Source: an optimization exercise on an open RTL-to-GDS flow (aim: small area, a short achievable clock period and few clock cycles per item). Production flows keep margins and buffers that such runs may drop.
At most, simulation tests tie the RTL to the original design; equivalence was not proved.
No activity file was given, so power comes from the tool's default toggle rates.

02-08:
==> module fp_mul_pipe, before the edit <==
module fp_mul_pipe
#(
  parameter int EXP_W = 8,
  parameter int MAN_W = 23
) (
  input  logic                 clk,
  input  logic                 reset,
  input  logic                 in_valid,
  output logic                 in_ready,
  input  logic [EXP_W+MAN_W:0] a,
  input  logic [EXP_W+MAN_W:0] b,
  output logic                 out_valid,
  input  logic                 out_ready,
  output logic [EXP_W+MAN_W:0] result,
  output logic [fp_pkg::FLAG_W-1:0]    flags
);
  logic en, take, sk_valid;
  logic [31:0] sk_result;
  logic [3:0]  sk_flags;
  assign en       = !sk_valid;                  
  assign take     = out_ready || !out_valid;    
  assign in_ready = en;
  logic [7:0]  ea, eb;
  logic [22:0] fa, fb;
  logic [1:0]  ka, kb, kab;
  assign ea = a[30:23];
  assign eb = b[30:23];
  assign fa = a[22:0];
  assign fb = b[22:0];
  function automatic logic [1:0] classify(input logic exp_ones, input logic exp_zero, input logic frac_nz);
    if (exp_ones)      classify = frac_nz ? KIND_NAN : KIND_INF;
    else if (exp_zero) classify = KIND_ZERO;
    else               classify = KIND_NORM;
  endfunction
  function automatic logic [1:0] combine_kind(input logic [1:0] x, input logic [1:0] y);
    if (x == KIND_NAN || y == KIND_NAN)                                             combine_kind = KIND_NAN;
    else if ((x == KIND_INF && y == KIND_ZERO) || (x == KIND_ZERO && y == KIND_INF)) combine_kind = KIND_NAN;
    else if (x == KIND_INF || y == KIND_INF)                                        combine_kind = KIND_INF;
    else if (x == KIND_ZERO || y == KIND_ZERO)                                      combine_kind = KIND_ZERO;
    else                                                                            combine_kind = KIND_NORM;
  endfunction
  logic [9:0]  esum;
  assign esum = {1'b0, ea, 1'b1} + {1'b0, eb, 1'b1};
  assign ka  = classify(&ea, ~|ea, |fa);
  assign kb  = classify(&eb, ~|eb, |fb);
  assign kab = combine_kind(ka, kb);
  logic [24:0] bx;
  logic [11:0] b_one, b_two, b_neg;
  assign bx = {1'b1, fb, 1'b0};
  always_comb begin
    for (int i = 0; i < 12; i++) begin
      b_one[i] = bx[2*i+1] ^ bx[2*i];
      b_two[i] = (bx[2*i+2] & ~bx[2*i+1] & ~bx[2*i]) | (~bx[2*i+2] & bx[2*i+1] & bx[2*i]);
      b_neg[i] = bx[2*i+2];
    end
  end
  logic        s1_valid, s1_sign;
  logic [8:0]  s1_exp;           
  logic [1:0]  s1_kind;
  logic [22:0] s1_fa;
  logic [11:0] s1_one, s1_two, s1_neg;
  logic        s2_valid, s2_sign;
  logic [8:0]  s2_exp;
  logic [1:0]  s2_kind;
  localparam int LOW = 10;    
  logic [47:LOW] s2_px, s2_py, s2_pz;
  logic        s2_lz;
  logic        s3_valid, s3_sign;
  logic [7:0]  s3_exp;
  logic [2:0]  s3_ovf, s3_unf;    
  logic [1:0]  s3_kind;
  logic [47:22] s3_prod;
  logic        s3_sticky;
  logic [47:LOW] px, py, pz, prod;
  logic [2:0]  ovf_k, unf_k;
  logic        low_z;
  logic [31:0] rnd_result;
  logic [3:0]  rnd_flags;
  always_ff @(posedge clk) begin
    if (reset) begin
      s1_valid  <= 1'b0;
      s2_valid  <= 1'b0;
      s3_valid  <= 1'b0;
      out_valid <= 1'b0;
      sk_valid  <= 1'b0;
    end else begin
      if (en) begin
        s1_valid <= in_valid;
        s2_valid <= s1_valid;
        s3_valid <= s2_valid;
      end
      if (take) out_valid <= sk_valid || s3_valid;
      sk_valid <= sk_valid ? !take : (s3_valid && !take);
    end
  end
  always_ff @(posedge clk) begin
    if (take) begin
      result <= sk_valid ? sk_result : rnd_result;
      flags  <= sk_valid ? sk_flags  : rnd_flags;
    end
    if (en) begin
      sk_result <= rnd_result;
      sk_flags  <= rnd_flags;
    end
  end
  always_ff @(posedge clk) begin
    if (en) begin
      s1_sign <= a[31] ^ b[31];
      s1_exp  <= esum[9:1];
      s1_kind <= kab;
      s1_fa   <= fa;
      s1_one  <= b_one;
      s1_two  <= b_two;
      s1_neg  <= b_neg;
      s2_sign <= s1_sign;
      s2_exp  <= s1_exp;
      s2_kind <= s1_kind;
      s2_px   <= px;
      s2_py   <= py;
      s2_pz   <= pz;
      s2_lz   <= low_z;
      s3_sign   <= s2_sign;
      s3_exp    <= s2_exp[7:0] ^ 8'h80;    
      s3_ovf    <= ovf_k;
      s3_unf    <= unf_k;
      s3_kind   <= s2_kind;
      s3_prod   <= prod[47:22];
      s3_sticky <= !(s2_lz && prod[21:LOW] == '0);
    end
  end
  fp_mul_tree u_tree (
    .fa    (s1_fa),
    .one   (s1_one),
    .two   (s1_two),
    .neg   (s1_neg),
    .px    (px),
    .py    (py),
    .pz    (pz),
    .low_z (low_z)
  );
  always_comb begin
    for (int k = 0; k < 3; k++) begin
      logic [9:0] e;
      e = {1'b0, s2_exp} + 10'(k);        
      ovf_k[k] = e >= 10'd383;
      unf_k[k] = e <= 10'd128;
    end
  end
  logic [47:LOW] cx, cy;
  assign cx   = s2_px ^ s2_py ^ s2_pz;
  assign cy   = (s2_px & s2_py) | (s2_px & s2_pz) | (s2_py & s2_pz);
  assign prod = cx + {cy[46:LOW], 1'b0};
  fp_mul_round u_round (
    .sign   (s3_sign),
    .exp    (s3_exp),
    .ovf_k  (s3_ovf),
    .unf_k  (s3_unf),
    .kind   (s3_kind),
    .prod   (s3_prod),
    .sticky (s3_sticky),
    .result (rnd_result),
    .flags  (rnd_flags)
  );
endmodule
clock: 7.5 ns
lec_check: 0
cap_margin: 20
core_margin: 2
core_utilization: 40
setup_slack_margin: 4.5
slew_margin: 20
tns_end_percent: 0
run.sh (not shown) runs the stock make flow with config.mk's settings and CLKGATE_MAP_FILE= SYNTH_SCRIPT=/design/flow/synth_recipe.tcl, a recipe that flattens the netlist after the stock synthesis.
The following lists how 02-16 was set up differently from 02-08:
--- a/flow/design.v
+++ b/flow/design.v
@@ -90,11 +90,8 @@
   output logic [EXP_W+MAN_W:0] result,
   output logic [fp_pkg::FLAG_W-1:0]    flags
 );
-  logic en, take, sk_valid;
-  logic [31:0] sk_result;
-  logic [3:0]  sk_flags;
-  assign en       = !sk_valid;                  
-  assign take     = out_ready || !out_valid;    
+  logic en;
+  assign en       = out_ready || !out_valid;
   assign in_ready = en;
   logic [7:0]  ea, eb;
   logic [22:0] fa, fb;
@@ -115,8 +112,6 @@
     else if (x == KIND_ZERO || y == KIND_ZERO)                                      combine_kind = KIND_ZERO;
     else                                                                            combine_kind = KIND_NORM;
   endfunction
-  logic [9:0]  esum;
-  assign esum = {1'b0, ea, 1'b1} + {1'b0, eb, 1'b1};
   assign ka  = classify(&ea, ~|ea, |fa);
   assign kb  = classify(&eb, ~|eb, |fb);
   assign kab = combine_kind(ka, kb);
@@ -131,12 +126,12 @@
     end
   end
   logic        s1_valid, s1_sign;
-  logic [8:0]  s1_exp;           
+  logic [9:0]  s1_exp;
   logic [1:0]  s1_kind;
   logic [22:0] s1_fa;
   logic [11:0] s1_one, s1_two, s1_neg;
   logic        s2_valid, s2_sign;
-  logic [8:0]  s2_exp;
+  logic [9:0]  s2_exp;
   logic [1:0]  s2_kind;
   localparam int LOW = 10;    
   logic [47:LOW] s2_px, s2_py, s2_pz;
@@ -158,31 +153,17 @@
       s2_valid  <= 1'b0;
       s3_valid  <= 1'b0;
       out_valid <= 1'b0;
-      sk_valid  <= 1'b0;
-    end else begin
-      if (en) begin
-        s1_valid <= in_valid;
-        s2_valid <= s1_valid;
-        s3_valid <= s2_valid;
-      end
-      if (take) out_valid <= sk_valid || s3_valid;
-      sk_valid <= sk_valid ? !take : (s3_valid && !take);
-    end
-  end
-  always_ff @(posedge clk) begin
-    if (take) begin
-      result <= sk_valid ? sk_result : rnd_result;
-      flags  <= sk_valid ? sk_flags  : rnd_flags;
-    end
-    if (en) begin
-      sk_result <= rnd_result;
-      sk_flags  <= rnd_flags;
+    end else if (en) begin
+      s1_valid  <= in_valid;
+      s2_valid  <= s1_valid;
+      s3_valid  <= s2_valid;
+      out_valid <= s3_valid;
     end
   end
   always_ff @(posedge clk) begin
     if (en) begin
       s1_sign <= a[31] ^ b[31];
-      s1_exp  <= esum[9:1];
+      s1_exp  <= {2'b00, ea} + {2'b00, eb} - 10'd127;
       s1_kind <= kab;
       s1_fa   <= fa;
       s1_one  <= b_one;
@@ -196,12 +177,14 @@
       s2_pz   <= pz;
       s2_lz   <= low_z;
       s3_sign   <= s2_sign;
-      s3_exp    <= s2_exp[7:0] ^ 8'h80;    
+      s3_exp    <= s2_exp[7:0];
       s3_ovf    <= ovf_k;
       s3_unf    <= unf_k;
       s3_kind   <= s2_kind;
       s3_prod   <= prod[47:22];
       s3_sticky <= !(s2_lz && prod[21:LOW] == '0);
+      result  <= rnd_result;
+      flags   <= rnd_flags;
     end
   end
   fp_mul_tree u_tree (
@@ -217,15 +200,12 @@
   always_comb begin
     for (int k = 0; k < 3; k++) begin
       logic [9:0] e;
-      e = {1'b0, s2_exp} + 10'(k);        
-      ovf_k[k] = e >= 10'd383;
-      unf_k[k] = e <= 10'd128;
+      e = s2_exp + 10'(k);
+      ovf_k[k] = !e[9] && (e[8:0] >= 9'd255);
+      unf_k[k] = e[9] || (e == '0);
     end
   end
-  logic [47:LOW] cx, cy;
-  assign cx   = s2_px ^ s2_py ^ s2_pz;
-  assign cy   = (s2_px & s2_py) | (s2_px & s2_pz) | (s2_py & s2_pz);
-  assign prod = cx + {cy[46:LOW], 1'b0};
+  assign prod = s2_px + s2_py + s2_pz;
   fp_mul_round u_round (
     .sign   (s3_sign),
     .exp    (s3_exp),
--- outcome ---
The aggregate global routing overflow on 02-16 is in line with that on 02-08. | clock latency on the worst-skew pair | 02-08 vs 02-16 | ≈ equal |. Re critical path depth in cells: 02-08 and 02-16 aren't equal, and the higher value belongs to 02-16. On total via count in the routed design, the higher figure sits with 02-08, not 02-16. Cmp 02-16 vs 02-08: sequential fraction of total cell area lower in 02-16. The synthesized cell count on 02-08 is in line with that on 02-16. Of 02-08 and 02-16, 02-16 shows the lower sequential power, with 02-08 above it. 02-16: design area is about 5% lower than what 02-08 reported. Re fraction of synthesized cell area in xor and xnor cells: 02-08 and 02-16 aren't equal, and the lower value belongs to 02-08. Relative to 02-08, placeable core region has gone down in 02-16. Looking at multi-input combinational area share, 02-16 sits above 02-08. Cmp 02-08 and 02-16 / fraction of the mapped netlist area in simple logic gates / lower: 02-16. 02-08 ended up with met4 as its top routing layer in use; 02-16 ended up with met5. Looking at non-clock buffer share of cell area across 02-08 and 02-16, the one that comes out lower is 02-16.
Testbench counts of 02-16, summed over its fixed seeds: cycles 2,432, items 2,400.
The RTL of 02-08 was laid out without a check of its function.

-- static timing again, ports no longer ideal --
How much do the figures lean on ideal ports? The routed layouts below were timed once more, with nothing changed but the port constraints.
Step 1 (the two cells are an assumption about what drives the block):
set clk [get_ports {clk}]
set_driving_cell -lib_cell sky130_fd_sc_hd__clkbuf_16 $clk
set_driving_cell -lib_cell sky130_fd_sc_hd__buf_2 [delete_from_list [all_inputs] $clk]
Step 2, shift: input delay + t, output delay - t, t = (earliest + latest rising clock arrival at the registers) / 2. This alone moves slack from input paths to output paths.
Three values: no drivers, after step 1, after step 2; two values: the first two.
run	t, ns	setup WS [ns]	clock arrival spread, ns	cell pins on the clock port's net
02-08	0.611	4.018 / 4.018 / 3.599	0.033 / 0.033	1
02-16	0.635	4.040 / 4.040 / 3.467	0.016 / 0.017	1
After both steps setup and hold are still met in every run listed. For 02-16, which loses most, drivers alone change the setup slack by 0.000 ns; drivers and shift together by -0.573 ns.
